Background: an optimization exercise with open tools, aiming at small area. Do not read the settings as production practice. Function was checked by simulation only, so behaviour that the tests miss may differ from the original. Power figures rest on the tool's default switching activity, not on a simulated workload.

[design/flow/flow/run.sh]
#!/bin/bash
# Own layout flow: the standard ORFS flow (standard.sh, standard synthesis
# unchanged) with two changes: port buffers are buf_1 (instead of the cell
# buffer_ports picks by itself), and clock tree synthesis uses clkbuf_8
# buffers over clusters of at most 20 flip-flops, without dummy loads.
# The full output of the make run goes to flow_make.log here; ORFS keeps each
# step's own log under orfs/logs.
set -euo pipefail
bash standard.sh \
  "BUFFER_PORTS_ARGS=-buffer_cell sky130_fd_sc_hd__buf_1" \
  "CTS_ARGS=-sink_clustering_enable -repair_clock_nets -dont_use_dummy_load -sink_clustering_size 20 -sink_clustering_max_diameter 50 -buf_list sky130_fd_sc_hd__clkbuf_8" \
  finish > flow_make.log 2>&1
[design/flow/standard.sh]
#!/bin/bash
# synth_recipe.tcl (not shown) runs the flow's synth.tcl, then flattens the netlist and writes it again
# the make line also repeats each setting of config.mk as NAME=value (left out here)
make -C /OpenROAD-flow-scripts/flow DESIGN_CONFIG=/design/flow/config.mk WORK_HOME=/design/flow/orfs CLKGATE_MAP_FILE= SYNTH_SCRIPT=/design/flow/synth_recipe.tcl "${@:-finish}"
[design/flow/config.mk]
export PLATFORM = sky130hd
export DESIGN_NAME = adc_capture_top
export DESIGN_NICKNAME = adc_capture_top
export VERILOG_FILES = /design/flow/design.v
export SDC_FILE = /design/flow/constraint.sdc
export NUM_CORES = 4
export LEC_CHECK = 0
export CAP_MARGIN = 20
export CORE_MARGIN = 2
export CORE_UTILIZATION = 65
export SLEW_MARGIN = 20
[design/flow/constraint.sdc]
create_clock -name core_clock -period 5.0 [get_ports {adc_clkinp}]
set_input_delay 1.0000 -clock core_clock [delete_from_list [all_inputs] [get_ports {adc_clkinp}]]
set_output_delay 1.0000 -clock core_clock [all_outputs]
set_load 0.01 [all_outputs]
[design/flow/design.v]
package adc_capture_pkg;
	localparam int NUM_CH = 8;
	localparam int SAMPLE_W = 12;
	localparam int LANE_W = 16;  
	localparam int WORD_W = 128;
	localparam int ADDR_MAX_W = 15;  
endpackage
module adc_capture_top (
	input  logic           adc_clkinp,
	input  logic           reset,
	input  logic [95:0]    frame,        
	input  logic           frame_valid,
	input  logic [5:0]     cfg,          
	input  logic [15:0]    rec_length,
	input  logic           trig,
	input  logic           state_reset,
	output logic           trig_ack,
	output logic           mem_wr_wren,
	output logic [14:0]    mem_wr_addr,
	output logic [127:0]   mem_wr_data,
	output logic           irq
);
	logic samp_sum, packed_mode;
	logic [3:0] divisor;
	assign samp_sum = cfg[5];
	assign packed_mode = cfg[4];
	assign divisor = cfg[3:0];
	logic capturing;
	assign capturing = trig_ack;
	logic [3:0] grp_cnt;
	logic grp_last;
	assign grp_last = (grp_cnt == divisor);
	always_ff @(posedge adc_clkinp)
	begin
		if (reset || !capturing)
			grp_cnt <= '0;
		else if (frame_valid)
			grp_cnt <= grp_last ? 4'd0 : grp_cnt + 4'd1;
	end
	logic z1, dv1, z2, pv2, pv3;
	always_ff @(posedge adc_clkinp)
	begin
		z1 <= capturing && frame_valid && (!samp_sum || (grp_cnt == 4'd0));
		dv1 <= capturing && !reset && frame_valid && grp_last;
		z2 <= z1;
		pv2 <= capturing && !reset && dv1;
		pv3 <= pv2;
	end
	logic [95:0] r1;
	logic [47:0] r2_hi;                
	logic [47:0] acc_lo, acc_lo_d;     
	logic [79:0] acc_hi;               
	logic [7:0] cl;                    
	logic [47:0] lo_sum;
	logic [7:0] lo_cout;
	logic [79:0] hi_sum;
	logic [127:0] dec;
	logic [95:0] pk_dec;
	for (genvar i = 0; i < 8; i++)
	begin : g_lane
		logic [6:0] c;
		logic [10:0] ch;
		logic [5:0] la;
		logic [9:0] ha;
		assign la = z1 ? 6'd0 : acc_lo[6*i +: 6];
		assign ha = z2 ? 10'd0 : acc_hi[10*i +: 10];
		assign c[0] = 1'b0;
		for (genvar j = 0; j < 6; j++)
		begin : g_lo
			logic x, y;
			assign x = la[j];
			assign y = r1[12*i + j];
			assign lo_sum[6*i + j] = x ^ y ^ c[j];
			assign c[j+1] = (x & y) | (x & c[j]) | (y & c[j]);
		end
		assign lo_cout[i] = c[6];
		assign ch[0] = cl[i];
		for (genvar j = 0; j < 10; j++)
		begin : g_hi
			logic x, y;
			assign x = ha[j];
			assign y = (j < 6) ? r2_hi[6*i + j] : 1'b0;
			assign hi_sum[10*i + j] = x ^ y ^ ch[j];
			assign ch[j+1] = (x & y) | (x & ch[j]) | (y & ch[j]);
		end
	end
	always_ff @(posedge adc_clkinp)
	begin
		r1 <= (capturing && frame_valid) ? frame : 96'd0;  
		for (int i = 0; i < 8; i++)
			r2_hi[6*i +: 6] <= r1[12*i + 6 +: 6];
		cl <= lo_cout;
		acc_lo_d <= acc_lo;
		acc_lo <= lo_sum;
		for (int i = 0; i < 8; i++)
		begin
			acc_hi[10*i +: 6] <= hi_sum[10*i +: 6];
			if (packed_mode)
			begin
				if (pv3)
					acc_hi[10*i + 6 +: 4] <= pk_hv[4*i +: 4];
			end
			else
				acc_hi[10*i + 6 +: 4] <= hi_sum[10*i + 6 +: 4];
		end
	end
	always_comb
		for (int i = 0; i < 8; i++)
		begin
			dec[16*i +: 16] = {acc_hi[10*i +: 10], acc_lo_d[6*i +: 6]};
			pk_dec[12*i +: 12] = dec[16*i +: 12];
		end
	logic [95:0] pk_prev;
	logic [63:0] pk_rest, pk_rest_d;
	logic [31:0] pk_hv;    
	for (genvar i = 0; i < 6; i++)
	begin : g_pk
		assign pk_hv[4*i +: 4] = pk_dec[16*i + 12 +: 4];
		assign pk_prev[16*i + 12 +: 4] = acc_hi[10*i + 6 +: 4];
		for (genvar b = 0; b < 12; b++)
		begin : g_b
			if (i < 2 && b < 4)
				assign pk_prev[16*i + b] = acc_hi[10*(6 + i) + 6 + b];
			else
			begin : g_r
				assign pk_prev[16*i + b] = pk_rest[12*i + b - (i == 0 ? 4 : 8)];
				assign pk_rest_d[12*i + b - (i == 0 ? 4 : 8)] = pk_dec[16*i + b];
			end
		end
	end
	assign pk_hv[24 +: 4] = pk_dec[0 +: 4];
	assign pk_hv[28 +: 4] = pk_dec[16 +: 4];
	always_ff @(posedge adc_clkinp)
	begin
		if (pv3)
			pk_rest <= pk_rest_d;
	end
	logic [1:0] ph;
	logic wv;
	always_ff @(posedge adc_clkinp)
	begin
		if (reset || !capturing)
			ph <= 2'd0;
		else if (pv2 && packed_mode)
			ph <= ph + 2'd1;
	end
	assign wv = pv2 && (!packed_mode || ph != 2'd0);
	logic [15:0] wcnt, nacc;
	logic rec_end, wr_acc;
	assign nacc = wcnt + {15'd0, mem_wr_wren};
	assign rec_end = nacc[15] || (nacc == rec_length);
	assign wr_acc = capturing && wv && !rec_end;
	always_ff @(posedge adc_clkinp)
	begin
		if (reset || state_reset)
		begin
			trig_ack <= 1'b0;
			irq <= 1'b0;
			wcnt <= 16'd0;
			mem_wr_wren <= 1'b0;
		end
		else
		begin
			mem_wr_wren <= wr_acc;
			wcnt <= nacc;
			if (!trig_ack && !irq && trig)
				trig_ack <= 1'b1;
			else if (trig_ack && rec_end)
			begin
				trig_ack <= 1'b0;
				irq <= 1'b1;
			end
		end
	end
	assign mem_wr_addr = wcnt[14:0];
	always_comb
	begin
		if (!packed_mode)
			mem_wr_data = dec;
		else
			case (ph)
				2'd2: mem_wr_data = {pk_dec[31:0], pk_prev[95:0]};
				2'd3: mem_wr_data = {pk_dec[63:0], pk_prev[95:32]};
				default: mem_wr_data = {pk_dec[95:0], pk_prev[95:64]};
			endcase
	end
endmodule
==> results_dict.tcl, run 1 <==
set metrics [dict create \
    grt_pass1_vias 12200 \
    viasPerCell 5.90 \
    worst-endpoint-required_ns 5.27 \
    crit_type "flop to flop" \
    clk_pin_slew_worst_paths_ns 0.11 \
    die_x_um 171 \
    gp_congestion 0.921 \
    p_seq_frac 0.583 \
    synthAdderAreaFrac 0.124 \
    p_per_area_nw_per_um2 452 \
    crit_fanout 42 \
    setup_violations 0 \
    diodes 0 \
    drt-wirelength-per-cell_um 21.7 \
    placed_area_um2 19100 \
    syn-num-nets 1908 \
    antenna_found_initial 0 \
    rsz0062_at_grt "false" \
    synth_top_area_cell "dfxtp_1" \
    maxCapViolCount 0 \
    synthSimpleGateAreaFrac 0.163 \
    worst_slew_pin_slew_ns 0.954 \
    core_um2 27600 \
    whs_ns 0.288 \
    ios 269 \
    die_area_um2 29200 \
    finClkSkew_ns 0.0525 \
    p_int_mw 5.78 \
    detailed_place_hpwl_mm 35.0 \
    synthMuxAreaShare 0.0167 \
    holdCritPathClass "flop to flop" \
    num_vias 13100 \
    synth_xor_area_frac 0.0223 \
    hold_buffers 0 \
    hold_viol_final 0 \
    drtIter0Drc 1558 \
    finalWorstPathRequiredPeriod_ns 4.58 \
    drv_slew 0 \
    dieHeight_um 171 \
    grt_overflow 0 \
    clock-sinks 422 \
    avgSynthCellArea_um2 10.9 \
    syn_inst 1658 \
    cts_tree "built" \
    crit_arrival_ns 4.85 \
    synthToLayoutAreaGrowth_pct 8.90 \
    grt_max_degree 105 \
    ctsLongestPathBuffers 3 \
    swShare 0.350 \
    syn_area_um2 18100 \
    p_sw_mw 3.12 \
    synthTopCellsByArea "dfxtp_1, edfxtp_1, fa_1, a22oi_1, nor2b_1" \
    synth_common_cells "dfxtp_1, nand2_1, nor2_1" \
    synth_top_area_frac 0.361 \
    cts_made_buffers 40 \
    clock_power_share 0.199 \
    synth-async-reset-ratio 0 \
    ant_nets 0 \
    path_common_cell "fa_1" \
    seq_area_frac_synth 0.520 \
    drive_above_1_share 0.0575 \
    fmax_mhz 218 \
    synth-edff-count 96 \
    yosysUniqueCellTypes 55 \
    relSlewSlack 0.364 \
    initial_utilization 0.655 \
    crit_slowest_cell "fa_1" \
    final_cell_area_um2 19700 \
    route.detailed.drc 0 \
    routed_wl_mm 48.2 \
    period_share 0.917 \
    yosysMostFrequentCell "dfxtp_1" \
    multiInputGateArea_um2 7930 \
    cts_setup_buffers 0 \
    setup_tns_ns 0 \
    ir_drop_v 0.000363 \
    grt_usage 0.330 \
    clkLatencyLatePin_ns 0.57 \
    drt_pass1_iterations 6 \
    path_cells "buf_12, nor2b_1, fa_1, fa_1, fa_1, fa_1, fa_1, fa_1, ha_1, ha_1, ha_1, mux2_2" \
    dp_slack_ns 0.480 \
    regArea_um2 9410 \
    synthFlopType "dfxtp_1" \
    cts_resized 0 \
    yosys_warnings 1 \
    timing.final.ws_setup_ns 0.417 \
    finalNetCount 2096 \
    leakagePower_nw 8.01 \
    io_buffer_count 268 \
    endpoint_kind "flop" \
    rows 61 \
    cp_slowest_stage_delay_ns 0.47 \
    grt_pass1_wl_mm 71.7 \
    synth_compound_area_frac 0.110 \
    synth_top_family_by_area "simple AND/OR/NAND/NOR gates" \
    n_fill_cell 2119 \
    ctsHtreeMaxLevel 2 \
    status "no timing/DRC/antenna violations" \
    startpoint_type "flop" \
    combPwrFrac 0.218 \
    cts-root-buf "clkbuf_8" \
    synth_seq_cells 422 \
]
==> layout by cell type (no fill, tap or decap), types with 36 or more instances in the layout <==
cell	count
dfxtp_1	323
buf_1	266
nand2_1	150
nor2_1	127
nor2b_1	124
a31oi_1	106
a22oi_1	104
and3_1	98
edfxtp_1	96
fa_1	88
inv_1	40
clkbuf_8	40
nand2b_1	38
ha_1	37
o21ai_0	36
==> worst paths after layout <==
path,start,endpoint,slack [ns],cells after the start
max reg2reg,z2,acc_hi[8],0.42,12
min reg2reg,r1[35],r2_hi[17],0.29,0
max,z2,acc_hi[8],0.42,12
min,r1[35],r2_hi[17],0.29,0
==> layer usage <==
metal / share of wire / global-route usage / vias up
met3: 0.093 / 0.0444 / 122
li1: - / - / 6045
met2: 0.45 / 0.509 / 693
met4: 0.044 / 0.133 / 0
met5: 0 / 0 / -
met1: 0.42 / 0.477 / 6242
==> worst max-delay path: cells and delay by family (launching register included) <==
kind	cells	cell delay [ns]
adder cells (fa/ha/maj)	9	3.37
flip-flops	1	0.35
multiplexers	1	0.25
buffers and inverters	1	0.22
AND/OR/NAND/NOR	1	0.10
==> cell type report <==
type,instances,area share
repair buffers,283,0.0602
multi-input cells,1059,0.402
well taps,378,0.0240
clock buffers,40,0.0279
flip-flops and latches,422,0.478
inverters,40,0.00762
==> logic make-up after synthesis <==
kind of cell    Yosys count
flops                   422
mux                      27
simple gates            575
buf+inv                 177
xor+xnor                 41
fa+ha+maj               127
compound gates          289
==> per-stage QoR <==
step	util	cells	total power, mW
global placement	0.693	2182	7.07
finish	0.713	2222	8.90
global route	0.713	2222	9.34
floorplan	-	1658	6.02
CTS	0.713	2222	8.89
detailed placement	0.693	2182	7.14
==> registers in the layout, indices dropped and copies added, names as in the netlist <==
| signal | cells |
|---|---|
| mem_wr_wren | 1 |
| z1 | 1 |
| pv3 | 1 |
| pk_rest | 64 |
| ph | 2 |
| pv2 | 1 |
| z2 | 1 |
| r2_hi | 48 |
| trig_ack | 1 |
| cl | 8 |
| wcnt | 16 |
| dv1 | 1 |
| irq | 1 |
| acc_lo_d | 48 |
| acc_hi | 80 |
| acc_lo | 48 |
| grp_cnt | 4 |
| r1 | 96 |
==> power by group through the flow <==
stage | logic [mW] | registers [mW] | clock network [mW]
final | 1.94 | 5.19 | 1.77
after global routing | 2.19 | 5.23 | 1.92
after CTS | 1.94 | 5.14 | 1.80
after detailed placement | 1.93 | 5.21 | 0
after global placement | 1.87 | 5.20 | 0
after floorplan | 1.32 | 4.70 | 0
==> inputs of run 2 (changes only) <==
--- a/design/flow/design.v
+++ b/design/flow/design.v
@@ -175,13 +175,11 @@
 	assign mem_wr_addr = wcnt[14:0];
-	always_comb
-	begin
-		if (!packed_mode)
-			mem_wr_data = dec;
-		else
-			case (ph)
-				2'd2: mem_wr_data = {pk_dec[31:0], pk_prev[95:0]};
-				2'd3: mem_wr_data = {pk_dec[63:0], pk_prev[95:32]};
-				default: mem_wr_data = {pk_dec[95:0], pk_prev[95:64]};
-			endcase
-	end
+	logic s_raw, s_1, s_2, s_3;
+	assign s_raw = !packed_mode;
+	assign s_1 = packed_mode && ph == 2'd2;
+	assign s_2 = packed_mode && ph == 2'd3;
+	assign s_3 = packed_mode && !ph[1];
+	assign mem_wr_data = ({128{s_raw}} & dec)
+		| ({128{s_1}} & {pk_dec[31:0], pk_prev[95:0]})
+		| ({128{s_2}} & {pk_dec[63:0], pk_prev[95:32]})
+		| ({128{s_3}} & {pk_dec[95:0], pk_prev[95:64]});
 endmodule
==> design/flow/flow/run.sh (replaced) <==
#!/bin/bash
# Own layout flow: the standard ORFS flow (standard.sh, standard synthesis
# unchanged) with two changes: port buffers are buf_1 (instead of the cell
# buffer_ports picks by itself), and clock tree synthesis uses clkbuf_8
# buffers over clusters of at most 14 flip-flops, without dummy loads.
# The full output of the make run goes to flow_make.log here; ORFS keeps each
# step's own log under orfs/logs.
set -euo pipefail
bash standard.sh \
  "BUFFER_PORTS_ARGS=-buffer_cell sky130_fd_sc_hd__buf_1" \
  "CTS_ARGS=-sink_clustering_enable -repair_clock_nets -dont_use_dummy_load -sink_clustering_size 8 -sink_clustering_max_diameter 40 -buf_list sky130_fd_sc_hd__clkbuf_4" \
  finish > flow_make.log 2>&1
==> results_dict.tcl, run 2 <==
set metrics [dict create \
    mostFrequentLayoutCell "dfxtp_1" \
    fin_cells 2121 \
    grt_usage 0.340 \
    avgSynthCellArea_um2 11.4 \
    synth_xor_area_frac 0.0223 \
    clkLatencyLatePin_ns 0.71 \
    grt_overflow 0 \
    synthSimpleGateAreaFrac 0.150 \
    drtIter0Drc 1937 \
    synth_common_cells "dfxtp_1, nor2_1, nor2b_1" \
    place_inst 2054 \
    syn-num-nets 1799 \
    drt-wirelength-per-cell_um 22.8 \
    finClkSkew_ns 0.0996 \
    crit_type "flop to flop" \
    synthAdderAreaFrac 0.128 \
    post-route-util 0.719 \
    rsz0062_at_grt "false" \
    synth-edff-count 96 \
    die_x_um 169 \
    hold_buffers 0 \
    startpoint_type "flop" \
    synthFlopType "dfxtp_1" \
    detailed_place_hpwl_mm 35.4 \
    grt_max_degree 125 \
    synth_top_area_frac 0.370 \
    regMostFlops "r1" \
    ant_nets 0 \
    setup_violations 0 \
    routed_wl_mm 48.3 \
    die_area_um2 28400 \
    p_per_area_nw_per_um2 468 \
    viasPerCell 6.13 \
    largest_reg_flops 96 \
    initial_utilization 0.658 \
    dieHeight_um 169 \
    yosysMostFrequentCell "dfxtp_1" \
    io_buffer_count 268 \
    synthMuxAreaShare 0.0160 \
    worst_slew_pin_slew_ns 0.900 \
    route.detailed.drc 0 \
    antenna_found_initial 1 \
    syn_inst 1549 \
    yosys_warnings 1 \
    synthToLayoutAreaGrowth_pct 9.36 \
    cts-root-buf "clkbuf_4" \
    yosysUniqueCellTypes 49 \
    relSlewSlack 0.399 \
    crit_fanout 8 \
    leakagePower_nw 7.95 \
    reg.largest.list "r1: 96 flops, acc_hi: 80 flops, pk_rest: 64 flops" \
    worst-endpoint-required_ns 5.40 \
    synth_top_area_cell "dfxtp_1" \
    ios 269 \
    drt_pass1_iterations 14 \
    status "no timing/DRC/antenna violations" \
    syn_area_um2 17600 \
    cts_resized 0 \
    synth_seq_cells 422 \
    finalNetCount 2031 \
    grt_pass1_wl_mm 72.7 \
    ctsHtreeMaxLevel 3 \
    clock-sinks 422 \
    synth_top_family_by_area "simple AND/OR/NAND/NOR gates" \
    finalWorstPathRequiredPeriod_ns 4.63 \
    cts_made_buffers 66 \
    core_um2 26800 \
    drv_slew 0 \
    ctsLongestPathBuffers 3 \
    synth-async-reset-ratio 0 \
    maxCapViolCount 0 \
    setup_tns_ns 0 \
    num_vias 13000 \
    fmax_mhz 216 \
    clk_pin_slew_worst_paths_ns 0.10 \
    period_share 0.927 \
    drive_above_1_share 0.0759 \
    seq_area_frac_synth 0.534 \
    cts_setup_buffers 0 \
    whs_ns 0.289 \
    synthTopCellsByArea "dfxtp_1, edfxtp_1, fa_1, nor2b_1, a222oi_1" \
    crit_arrival_ns 5.03 \
    rows 60 \
    endpoint_kind "flop" \
    hold_viol_final 0 \
    synth_compound_area_frac 0.111 \
    holdCritPathClass "flop to flop" \
    gp_congestion 0.943 \
    cts_tree "built" \
    n_fill_cell 2039 \
    ir_drop_v 0.000281 \
    grt_pass1_vias 12100 \
    final_cell_mix "dfxtp_1, buf_1, nor2_1, nor2b_1, a21oi_1" \
]
[run 2: critical path: stages (launching register included)]
cell	delay, ns
dfxtp_2	0.50
buf_4	0.21
nor2b_1	0.06
fa_1	0.39
fa_1	0.43
fa_1	0.42
fa_1	0.43
fa_1	0.43
fa_1	0.50
ha_1	0.24
ha_1	0.20
ha_1	0.28
mux2_2	0.26
[run 2: logic make-up (layout without fill, tap and decap cells)]
| family | count (synthesis) | in the layout |
|---|---|---|
| muxes | 25 | 25 |
| DFF | 422 | 422 |
| xor gates and xnor gates | 40 | 40 |
| adders and majority gates | 127 | 127 |
| buffers and inverters | 168 | 398 |
| other | 0 | 1 |
| AOI/OAI and AO/OA | 259 | 259 |
| and+or+nand+nor | 508 | 508 |
[run 2: path summary, 6_finish.rpt]
path	end	slack, ns	startpoint	cells after the start
max	acc_hi[58]	0.37	z2	12
min	acc_lo_d[46]	0.29	acc_lo[46]	0
max reg2reg	acc_hi[58]	0.37	z2	12
min reg2reg	acc_lo_d[46]	0.29	acc_lo[46]	0
[run 2: area by class of cell]
| type | instances | area [µm²] | area share |
|---|---|---|---|
| flip-flops and latches | 422 | 9410 | 0.488 |
| multi-input cells | 959 | 7550 | 0.392 |
| repair buffers | 291 | 1230 | 0.0640 |
| clock buffers | 66 | 495 | 0.0257 |
| well taps | 341 | 427 | 0.0221 |
| inverters | 41 | 154 | 0.00799 |
| diodes | 1 | 2.50 | 0.000130 |
[run 2: metal layers]
metal	GRT usage	routed length [µm]
met5	0	0
met4	0.126	1820
met3	0.0713	5570
met2	0.519	21600
met1	0.485	19400
[run 2: through the flow]
stage                     area (µm²)  total power [mW]  setup WS [ns]
after floorplan                17600              6.10          0.314
after global routing           19300              9.43          0.212
after global placement         18800              7.24          0.502
final                          19300              9.03          0.365
after detailed placement       18800              7.32          0.456
after CTS                      19300              8.97          0.391
[run 2: where the power goes]
group | total, mW | switching (mW) | internal, mW
Sequential | 5.28 | 1.02 | 4.26
Combinational | 2.05 | 1.13 | 0.928
Clock | 1.70 | 1.09 | 0.609
==> inputs of run 3 (changes only) <==
--- a/design/flow/flow/run.sh
+++ b/design/flow/flow/run.sh
@@ -10,3 +10,3 @@
   "BUFFER_PORTS_ARGS=-buffer_cell sky130_fd_sc_hd__buf_1" \
-  "CTS_ARGS=-sink_clustering_enable -repair_clock_nets -dont_use_dummy_load -sink_clustering_size 8 -sink_clustering_max_diameter 40 -buf_list sky130_fd_sc_hd__clkbuf_4" \
+  "CTS_ARGS=-sink_clustering_enable -repair_clock_nets -dont_use_dummy_load -sink_clustering_size 10 -sink_clustering_max_diameter 50 -buf_list sky130_fd_sc_hd__clkbuf_4" \
   finish > flow_make.log 2>&1
==> results_dict.tcl, run 3 <==
set metrics [dict create \
    die_x_um 169 \
    holdCritPathClass "flop to flop" \
    synth_common_cells "dfxtp_1, nor2_1, nor2b_1" \
    drv_slew 0 \
    path_common_cell "fa_1" \
    synth_top_area_frac 0.370 \
    grt_pass1_wl_mm 72.2 \
    yosys_warnings 1 \
    finalWorstPathRequiredPeriod_ns 4.62 \
    ctsLongestPathBuffers 3 \
    synthMuxAreaShare 0.0160 \
    die_area_um2 28400 \
    drt-wirelength-per-cell_um 22.8 \
    ios 269 \
    rsz0062_at_grt "false" \
    grt_overflow 0 \
    place_inst 2054 \
    setup_tns_ns 0 \
    reg.largest.list "r1: 96 flops, acc_hi: 80 flops, pk_rest: 64 flops" \
    antenna_found_initial 1 \
    path_cells "buf_4, nor2b_1, fa_1, fa_1, fa_1, fa_1, fa_1, fa_1, ha_1, ha_1, ha_1, mux2_2" \
    cts_resized 0 \
    detailed_place_hpwl_mm 35.4 \
    cts_setup_buffers 0 \
    hold_buffers 0 \
    crit_buf_inv 1 \
    leakagePower_nw 7.88 \
    finClkSkew_ns 0.0398 \
    clkLatencyLatePin_ns 0.72 \
    syn-num-nets 1799 \
    endpoint_kind "flop" \
    synthToLayoutAreaGrowth_pct 8.68 \
    synthSimpleGateAreaFrac 0.150 \
    cts-root-buf "clkbuf_4" \
    drt_pass1_iterations 12 \
    crit_fanout 12 \
    finalNetCount 2015 \
    synth_xor_area_frac 0.0223 \
    hold_viol_final 0 \
    largest_reg_flops 96 \
    setup_violations 0 \
    regMostFlops "r1" \
    fmax_mhz 216 \
    post-route-util 0.715 \
    ant_nets 0 \
    power_mw 8.82 \
    yosysMostFrequentCell "dfxtp_1" \
    route.detailed.drc 0 \
    crit_arrival_ns 5.06 \
    relSlewSlack 0.393 \
    drive_above_1_share 0.0675 \
    status "no timing/DRC/antenna violations" \
    fin_cells 2105 \
    gp_congestion 0.943 \
    startpoint_type "flop" \
    cts_made_buffers 50 \
    grt_usage 0.337 \
    routed_wl_mm 48.0 \
    synth_top_family_by_area "simple AND/OR/NAND/NOR gates" \
    io_buffer_count 268 \
    drtIter0Drc 2096 \
    period_share 0.925 \
    mostFrequentLayoutCell "dfxtp_1" \
    synth_top_area_cell "dfxtp_1" \
    cts_tree "built" \
    viasPerCell 6.14 \
    core_um2 26800 \
    synth_compound_area_frac 0.111 \
    grt_pass1_vias 12000 \
    crit_slowest_cell "dfxtp_2" \
    cp_slowest_stage_delay_ns 0.50 \
    clk_pin_slew_worst_paths_ns 0.12 \
    synthTopCellsByArea "dfxtp_1, edfxtp_1, fa_1, nor2b_1, a222oi_1" \
    syn_area_um2 17600 \
    crit_family "adder cells" \
    synthFlopType "dfxtp_1" \
    grt_max_degree 125 \
    initial_utilization 0.658 \
    avgSynthCellArea_um2 11.4 \
    seq_area_frac_synth 0.534 \
    p_per_area_nw_per_um2 461 \
    dieHeight_um 169 \
    num_vias 12900 \
    maxCapViolCount 0 \
    yosysUniqueCellTypes 49 \
    whs_ns 0.326 \
    synthAdderAreaFrac 0.128 \
    ir_drop_v 0.000279 \
    clock-sinks 422 \
    worst-endpoint-required_ns 5.43 \
    rows 60 \
    synth_seq_cells 422 \
    synth-edff-count 96 \
    final_cell_mix "dfxtp_1, buf_1, nor2_1, nor2b_1, a21oi_1" \
    syn_inst 1549 \
    crit_type "flop to flop" \
    synth-async-reset-ratio 0 \
    ctsHtreeMaxLevel 2 \
    worst_slew_pin_slew_ns 0.909 \
]
run 3: cell counts after synthesis:
No cell type changed its count.
run 3: cell families after synthesis:
group	Yosys count
xor gates and xnor gates	40
DFF	422
adders and majority gates	127
buffers and inverters	168
muxes	25
AOI/OAI and AO/OA	259
and+or+nand+nor	508
run 3: final timing paths:
path          start         end  slack, ns  cells past startpoint
max reg2reg      z2  acc_hi[78]       0.38                     12
min reg2reg  r1[57]   r2_hi[27]       0.33                      0
min          r1[57]   r2_hi[27]       0.33                      0
max              z2  acc_hi[78]       0.38                     12
run 3: cell type report:
| type | count | area (µm²) |
|---|---|---|
| repair buffers | 291 | 1230 |
| inverters | 41 | 154 |
| multi-input cells | 959 | 7550 |
| diodes | 1 | 2.50 |
| well taps | 341 | 427 |
| clock buffers | 50 | 375 |
| flip-flops and latches | 422 | 9410 |
| fillers | 2051 | 7650 |
run 3: stage by stage:
step / setup slack (ns) / instance area (µm²)
3_5_place_dp: 0.456 / 18800
3_3_place_gp: 0.502 / 18800
6_report: 0.376 / 19200
2_1_floorplan: 0.314 / 17600
4_1_cts: 0.356 / 19100
5_1_grt: 0.245 / 19200
run 3: power breakdown:
group	leakage (nW)	switching, mW	internal [mW]
registers	3.59	1.02	4.26
clock network	0.230	1.03	0.459
logic	4.06	1.13	0.927
run 3: routing by layer:
layer / track usage / vias to the layer above / routed length, µm
met5: 0 / - / 0
met1: 0.474 / 6112 / 19400
met3: 0.0734 / 114 / 5580
met2: 0.512 / 869 / 21200
li1: - / 5838 / -
met4: 0.136 / 0 / 1900
==> inputs of run 4 (changes only) <==
==> design/flow/flow/run.sh (replaced) <==
#!/bin/bash
# Own layout flow: the standard ORFS flow (standard.sh, standard synthesis
# unchanged) with two changes: port buffers are buf_1 (instead of the cell
# buffer_ports picks by itself), and clock tree synthesis uses clkbuf_4
# buffers over clusters of at most 8 flip-flops, without dummy loads.
# The full output of the make run goes to flow_make.log here; ORFS keeps each
# step's own log under orfs/logs.
set -euo pipefail
bash standard.sh \
  "BUFFER_PORTS_ARGS=-buffer_cell sky130_fd_sc_hd__buf_1" \
  "CTS_ARGS=-sink_clustering_enable -repair_clock_nets -dont_use_dummy_load -sink_clustering_size 5 -sink_clustering_max_diameter 30 -buf_list sky130_fd_sc_hd__clkbuf_2" \
  finish > flow_make.log 2>&1
==> results_dict.tcl, run 4 <==
set metrics [dict create \
    n_fill_cell 2058 \
    relSlewSlack 0.385 \
    endpoint_kind "flop" \
    cts_tree "built" \
    viasPerCell 6.12 \
    syn_inst 1549 \
    ctsHtreeMaxLevel 3 \
    synth-edff-count 96 \
    cts_resized 0 \
    period_share 0.922 \
    worst_slew_pin_slew_ns 0.922 \
    drv_slew 0 \
    yosysMostFrequentCell "dfxtp_1" \
    status "no timing/DRC/antenna violations" \
    power_mw 9.02 \
    synth_top_area_frac 0.370 \
    ant_nets 0 \
    synthTopCellsByArea "dfxtp_1, edfxtp_1, fa_1, nor2b_1, a222oi_1" \
    synth-async-reset-ratio 0 \
    final_cell_mix "dfxtp_1, buf_1, nor2_1, nor2b_1, a21oi_1" \
    synthFlopType "dfxtp_1" \
    grt_pass1_vias 12400 \
    drt_pass1_iterations 14 \
    largest_reg_flops 96 \
    die_area_um2 28400 \
    fmax_mhz 217 \
    drt-wirelength-per-cell_um 22.6 \
    yosys_warnings 1 \
    synth_top_area_cell "dfxtp_1" \
    worst-endpoint-required_ns 5.58 \
    synth_common_cells "dfxtp_1, nor2_1, nor2b_1" \
    detailed_place_hpwl_mm 35.4 \
    core_um2 26800 \
    route.detailed.drc 0 \
    synthToLayoutAreaGrowth_pct 9.41 \
    finalNetCount 2066 \
    antenna_found_initial 1 \
    wl_met3_mm 5.52 \
    rsz0062_at_grt "false" \
    hold_viol_final 0 \
    routed.top_layer "met4" \
    syn-num-nets 1799 \
    maxCapViolCount 0 \
    ios 269 \
    num_vias 13200 \
    finClkSkew_ns 0.163 \
    syn_area_um2 17600 \
    grt_usage 0.343 \
    synth_seq_cells 422 \
    drtIter0Drc 2005 \
    wl_met1_mm 19.7 \
    yosysUniqueCellTypes 49 \
    crit_arrival_ns 5.19 \
    avgSynthCellArea_um2 11.4 \
    rows 60 \
    cts-root-buf "clkbuf_2" \
    finalWorstPathRequiredPeriod_ns 4.61 \
    seq_area_frac_synth 0.534 \
    crit_fanout 8 \
    cts_setup_buffers 0 \
    ir_drop_v 0.000231 \
    hold_buffers 0 \
    dieHeight_um 169 \
    die_x_um 169 \
    grt_pass1_wl_mm 73.6 \
    leakagePower_nw 8.07 \
    crit_type "flop to flop" \
    regMostFlops "r1" \
    fin_cells 2156 \
    gp_congestion 0.943 \
    io_buffer_count 268 \
    place_inst 2054 \
    clkLatencyLatePin_ns 0.92 \
    routed_wl_mm 48.8 \
    grt_max_degree 125 \
    grt_overflow 0 \
    initial_utilization 0.658 \
    startpoint_type "flop" \
    ctsLongestPathBuffers 3 \
    holdCritPathClass "flop to flop" \
    dr_wl_met2_mm 21.9 \
    setup_violations 0 \
    clk_pin_slew_worst_paths_ns 0.10 \
    drive_above_1_share 0.0937 \
    reg.largest.list "r1: 96 flops, acc_hi: 80 flops, pk_rest: 64 flops" \
    setup_tns_ns 0 \
    clock-sinks 422 \
    p_per_area_nw_per_um2 468 \
    cts_made_buffers 101 \
    mostFrequentLayoutCell "dfxtp_1" \
]
## run 4: area by class of cell
type / count / area (µm²) / share of cell area
diodes: 1 / 2.50 / 0.000130
clock buffers: 101 / 505 / 0.0262
inverters: 41 / 154 / 0.00798
multi-input cells: 959 / 7550 / 0.391
flip-flops and latches: 422 / 9410 / 0.488
well taps: 341 / 427 / 0.0221
repair buffers: 291 / 1230 / 0.0640
## run 4: per-layer routing
metal  track usage  vias to the layer above
met5             0                        -
met4         0.125                        0
met3        0.0823                      109
met2         0.526                      887
met1         0.480                     6234
li1              -                     5955
## run 4: cells by family (layout without fill, tap and decap cells)
kind of cell	after synthesis	count (layout)	synth area share
buffers and inverters	168	433	0.0392
AO/OA/AOI/OAI	259	259	0.111
flip-flops	422	422	0.534
XOR/XNOR	40	40	0.0223
AND/OR/NAND/NOR	508	508	0.150
adder cells (fa/ha/maj)	127	127	0.128
other	0	1	0
multiplexers	25	25	0.0160
## run 4: metrics by stage
step,hold slack [ns],utilization,cell area (µm²),worst slack [ns]
final,0.285,0.719,19300,0.392
after global routing,0.203,0.719,19300,0.232
after CTS,0.212,0.719,19300,0.369
after detailed placement,0.312,0.700,18800,0.456
after global placement,0.311,0.700,18800,0.502
after floorplan,0.310,-,17600,0.314
## run 4: final timing paths
path,start,to,slack [ns],cells past startpoint
max reg2reg,z2,acc_hi[8],0.39,12
min reg2reg,acc_lo[16],acc_lo_d[16],0.28,0
min,acc_lo[16],acc_lo_d[16],0.28,0
max,z2,acc_hi[8],0.39,12
## run 4: critical path, stage by stage (launching register included)
cell and delay [ns]:
dfxtp_2 0.49, buf_4 0.21, nor2b_1 0.07, fa_1 0.41
fa_1 0.44, fa_1 0.44, fa_1 0.43, fa_1 0.43
fa_1 0.43, ha_1 0.22, ha_1 0.20, ha_1 0.29
mux2_2 0.27
## run 4: report_power, final
part	leakage, nW	internal (mW)	switching, mW
Combinational	4.06	0.929	1.13
Sequential	3.59	4.26	1.02
Clock	0.420	0.522	1.16
==> inputs of run 5 (changes only) <==
--- a/design/flow/flow/run.sh
+++ b/design/flow/flow/run.sh
@@ -10,3 +10,3 @@
   "BUFFER_PORTS_ARGS=-buffer_cell sky130_fd_sc_hd__buf_1" \
-  "CTS_ARGS=-sink_clustering_enable -repair_clock_nets -dont_use_dummy_load -sink_clustering_size 5 -sink_clustering_max_diameter 30 -buf_list sky130_fd_sc_hd__clkbuf_2" \
+  "CTS_ARGS=-sink_clustering_enable -repair_clock_nets -dont_use_dummy_load -sink_clustering_size 8 -sink_clustering_max_diameter 40 -buf_list sky130_fd_sc_hd__clkbuf_4" \
   finish > flow_make.log 2>&1
==> results_dict.tcl, run 5 <==
set metrics [dict create \
    ios 269 \
    p_sw_mw 3.23 \
    grt_pass1_wl_mm 72.7 \
    syn-num-nets 1799 \
    num_vias 13000 \
    startpoint_type "flop" \
    ctsLongestPathBuffers 3 \
    core_um2 26800 \
    finalNetCount 2031 \
    status "no timing/DRC/antenna violations" \
    power_mw 9.03 \
    n_fill_cell 2039 \
    swShare 0.358 \
    drt-wirelength-per-cell_um 22.8 \
    synthFlopType "dfxtp_1" \
    fmax_mhz 216 \
    ctsHtreeMaxLevel 3 \
    ff2ff_setup_slack_ns 0.37 \
    holdPathStages 0 \
    drtIter0Drc 1937 \
    synth-edff-count 96 \
    clock_power_share 0.188 \
    synthTopCellsByArea "dfxtp_1, edfxtp_1, fa_1, nor2b_1, a222oi_1" \
    worst-endpoint-required_ns 5.40 \
    relSlewSlack 0.399 \
    endpoint_kind "flop" \
    die_area_um2 28400 \
    yosysMostFrequentCell "dfxtp_1" \
    met3_usage 0.0713 \
    crit_type "flop to flop" \
    worst_slew_pin_slew_ns 0.900 \
    p_per_area_nw_per_um2 468 \
    initial_utilization 0.658 \
    finClkSkew_ns 0.0996 \
    route.detailed.drc 0 \
    die_x_um 169 \
    drt_pass1_iterations 14 \
    synth_top_area_cell "dfxtp_1" \
    cts_resized 0 \
    grt_max_degree 125 \
    hold_buffers 0 \
    grt_overflow 0 \
    syn_area_um2 17600 \
    met2_usage 0.519 \
    period_share 0.927 \
    drive_above_1_share 0.0759 \
    setup_violations 0 \
    grt_busiest_layer "met2" \
    combPwrFrac 0.228 \
    p_seq_frac 0.585 \
    synth-async-reset-ratio 0 \
    synth_common_cells "dfxtp_1, nor2_1, nor2b_1" \
    met1_usage 0.485 \
    largest_reg_flops 96 \
    cts_made_buffers 66 \
    viasPerCell 6.13 \
    seq_area_frac_synth 0.534 \
    syn_inst 1549 \
    dieHeight_um 169 \
    drv_slew 0 \
    grt_pass1_vias 12100 \
    leakagePower_nw 7.95 \
    reg.largest.list "r1: 96 flops, acc_hi: 80 flops, pk_rest: 64 flops" \
    synthToLayoutAreaGrowth_pct 9.36 \
    maxCapViolCount 0 \
    crit_fanout 8 \
    r2r.worst_path.cells 12 \
    finalWorstPathRequiredPeriod_ns 4.63 \
    routed_wl_mm 48.3 \
    io_buffer_count 268 \
    antenna_found_initial 1 \
    avgSynthCellArea_um2 11.4 \
    final_cell_mix "dfxtp_1, buf_1, nor2_1, nor2b_1, a21oi_1" \
    mostFrequentLayoutCell "dfxtp_1" \
    holdCritPathClass "flop to flop" \
    synth_top_area_frac 0.370 \
    cts_tree "built" \
    cts_setup_buffers 0 \
    rsz0062_at_grt "false" \
    ir_drop_v 0.000281 \
    synth_seq_cells 422 \
    clkLatencyLatePin_ns 0.71 \
    gp_congestion 0.943 \
    rows 60 \
    detailed_place_hpwl_mm 35.4 \
    p_int_mw 5.80 \
    clock-sinks 422 \
    regMostFlops "r1" \
    yosysUniqueCellTypes 49 \
    yosys_warnings 1 \
    cts-root-buf "clkbuf_4" \
    ant_nets 0 \
    grt_usage 0.340 \
    clk_pin_slew_worst_paths_ns 0.10 \
    setup_tns_ns 0 \
    crit_arrival_ns 5.03 \
    hold_viol_final 0 \
]
## run 5: path summary, 6_finish.rpt
| kind | start | to |
|---|---|---|
| max reg2reg | z2 | acc_hi[58] |
| max | z2 | acc_hi[58] |
| min | acc_lo[46] | acc_lo_d[46] |
| min reg2reg | acc_lo[46] | acc_lo_d[46] |
## run 5: layout make-up
type                    count  area (µm²)  share of cell area
diodes                      1        2.50            0.000130
well taps                 341         427              0.0221
inverters                  41         154             0.00799
clock buffers              66         495              0.0257
repair buffers            291        1230              0.0640
flip-flops and latches    422        9410               0.488
multi-input cells         959        7550               0.392
## run 5: routing by layer
| layer | wire length, µm | up-vias |
|---|---|---|
| li1 | - | 5876 |
| met1 | 19400 | 6140 |
| met2 | 21600 | 869 |
| met3 | 5570 | 109 |
| met4 | 1820 | 0 |
| met5 | 0 | - |
## run 5: worst max-delay path: stages (launching register included)
cell and delay, ns:
dfxtp_2 0.50, buf_4 0.21, nor2b_1 0.06, fa_1 0.39, fa_1 0.43, fa_1 0.42
fa_1 0.43, fa_1 0.43, fa_1 0.50, ha_1 0.24, ha_1 0.20, ha_1 0.28
mux2_2 0.26
## run 5: per-stage QoR
| stage | hold slack [ns] | util | worst slack (ns) | std cells | cell area (µm²) |
|---|---|---|---|---|---|
| 6_report | 0.289 | 0.719 | 0.365 | 2121 | 19300 |
| 5_1_grt | 0.290 | 0.719 | 0.212 | 2121 | 19300 |
| 4_1_cts | 0.294 | 0.719 | 0.391 | 2120 | 19300 |
| 3_5_place_dp | 0.312 | 0.700 | 0.456 | 2054 | 18800 |
| 3_3_place_gp | 0.311 | 0.700 | 0.502 | 2054 | 18800 |
| 2_1_floorplan | 0.310 | - | 0.314 | 1549 | 17600 |
## run 5: kinds of logic (layout without fill, tap and decap cells)
| group | after synthesis | after routing | synth area share |
|---|---|---|---|
| multiplexers | 25 | 25 | 0.0160 |
| AO/OA/AOI/OAI | 259 | 259 | 0.111 |
| adder cells (fa/ha/maj) | 127 | 127 | 0.128 |
| XOR/XNOR | 40 | 40 | 0.0223 |
| other | 0 | 1 | 0 |
| flip-flops | 422 | 422 | 0.534 |
| buffers and inverters | 168 | 398 | 0.0392 |
| AND/OR/NAND/NOR | 508 | 508 | 0.150 |
## run 5: power groups by stage
stage	clock (mW)	sequential [mW]	combinational [mW]
finish	1.70	5.28	2.05
global route	1.86	5.30	2.27
CTS	1.71	5.22	2.04
detailed placement	0	5.29	2.03
global placement	0	5.28	1.96
floorplan	0	4.71	1.39

-- re-timing with driven ports --
The flow's constraints put no driver on any port. The routed layouts listed below were extracted and timed again, unchanged, in two steps.
Step 1, drivers: a clkbuf_16 drives adc_clkinp and a buf_2 each remaining input, both assumed.
Step 2 adds t to the input delays and takes it off the output delays; t is the mean of the earliest and latest rising clock arrival at the registers after step 1. Input paths then give back, and output paths get back, about the clock's delay inside the block.
Three values: ideal ports, drivers, drivers and shift; two values: the first two.
run | shift t [ns] | setup WS [ns] | hold slack, ns | clock arrival spread, ns | cell pins on the clock port's net
run 1 | 0.599 | 0.417 / 0.417 / 0.417 | 0.288 / 0.288 / 0.288 | 0.058 / 0.058 | 1
run 2 | 0.712 | 0.365 / 0.365 / 0.365 | 0.289 / 0.289 / 0.289 | 0.100 / 0.100 | 1
run 3 | 0.736 | 0.376 / 0.376 / 0.376 | 0.326 / 0.326 / 0.326 | 0.055 / 0.055 | 1
run 4 | 0.881 | 0.392 / 0.392 / 0.392 | 0.285 / 0.282 / 0.285 | 0.163 / 0.163 | 1
run 5 | 0.712 | 0.365 / 0.365 / 0.365 | 0.289 / 0.289 / 0.289 | 0.100 / 0.100 | 1
After both steps every run listed still meets setup and hold.
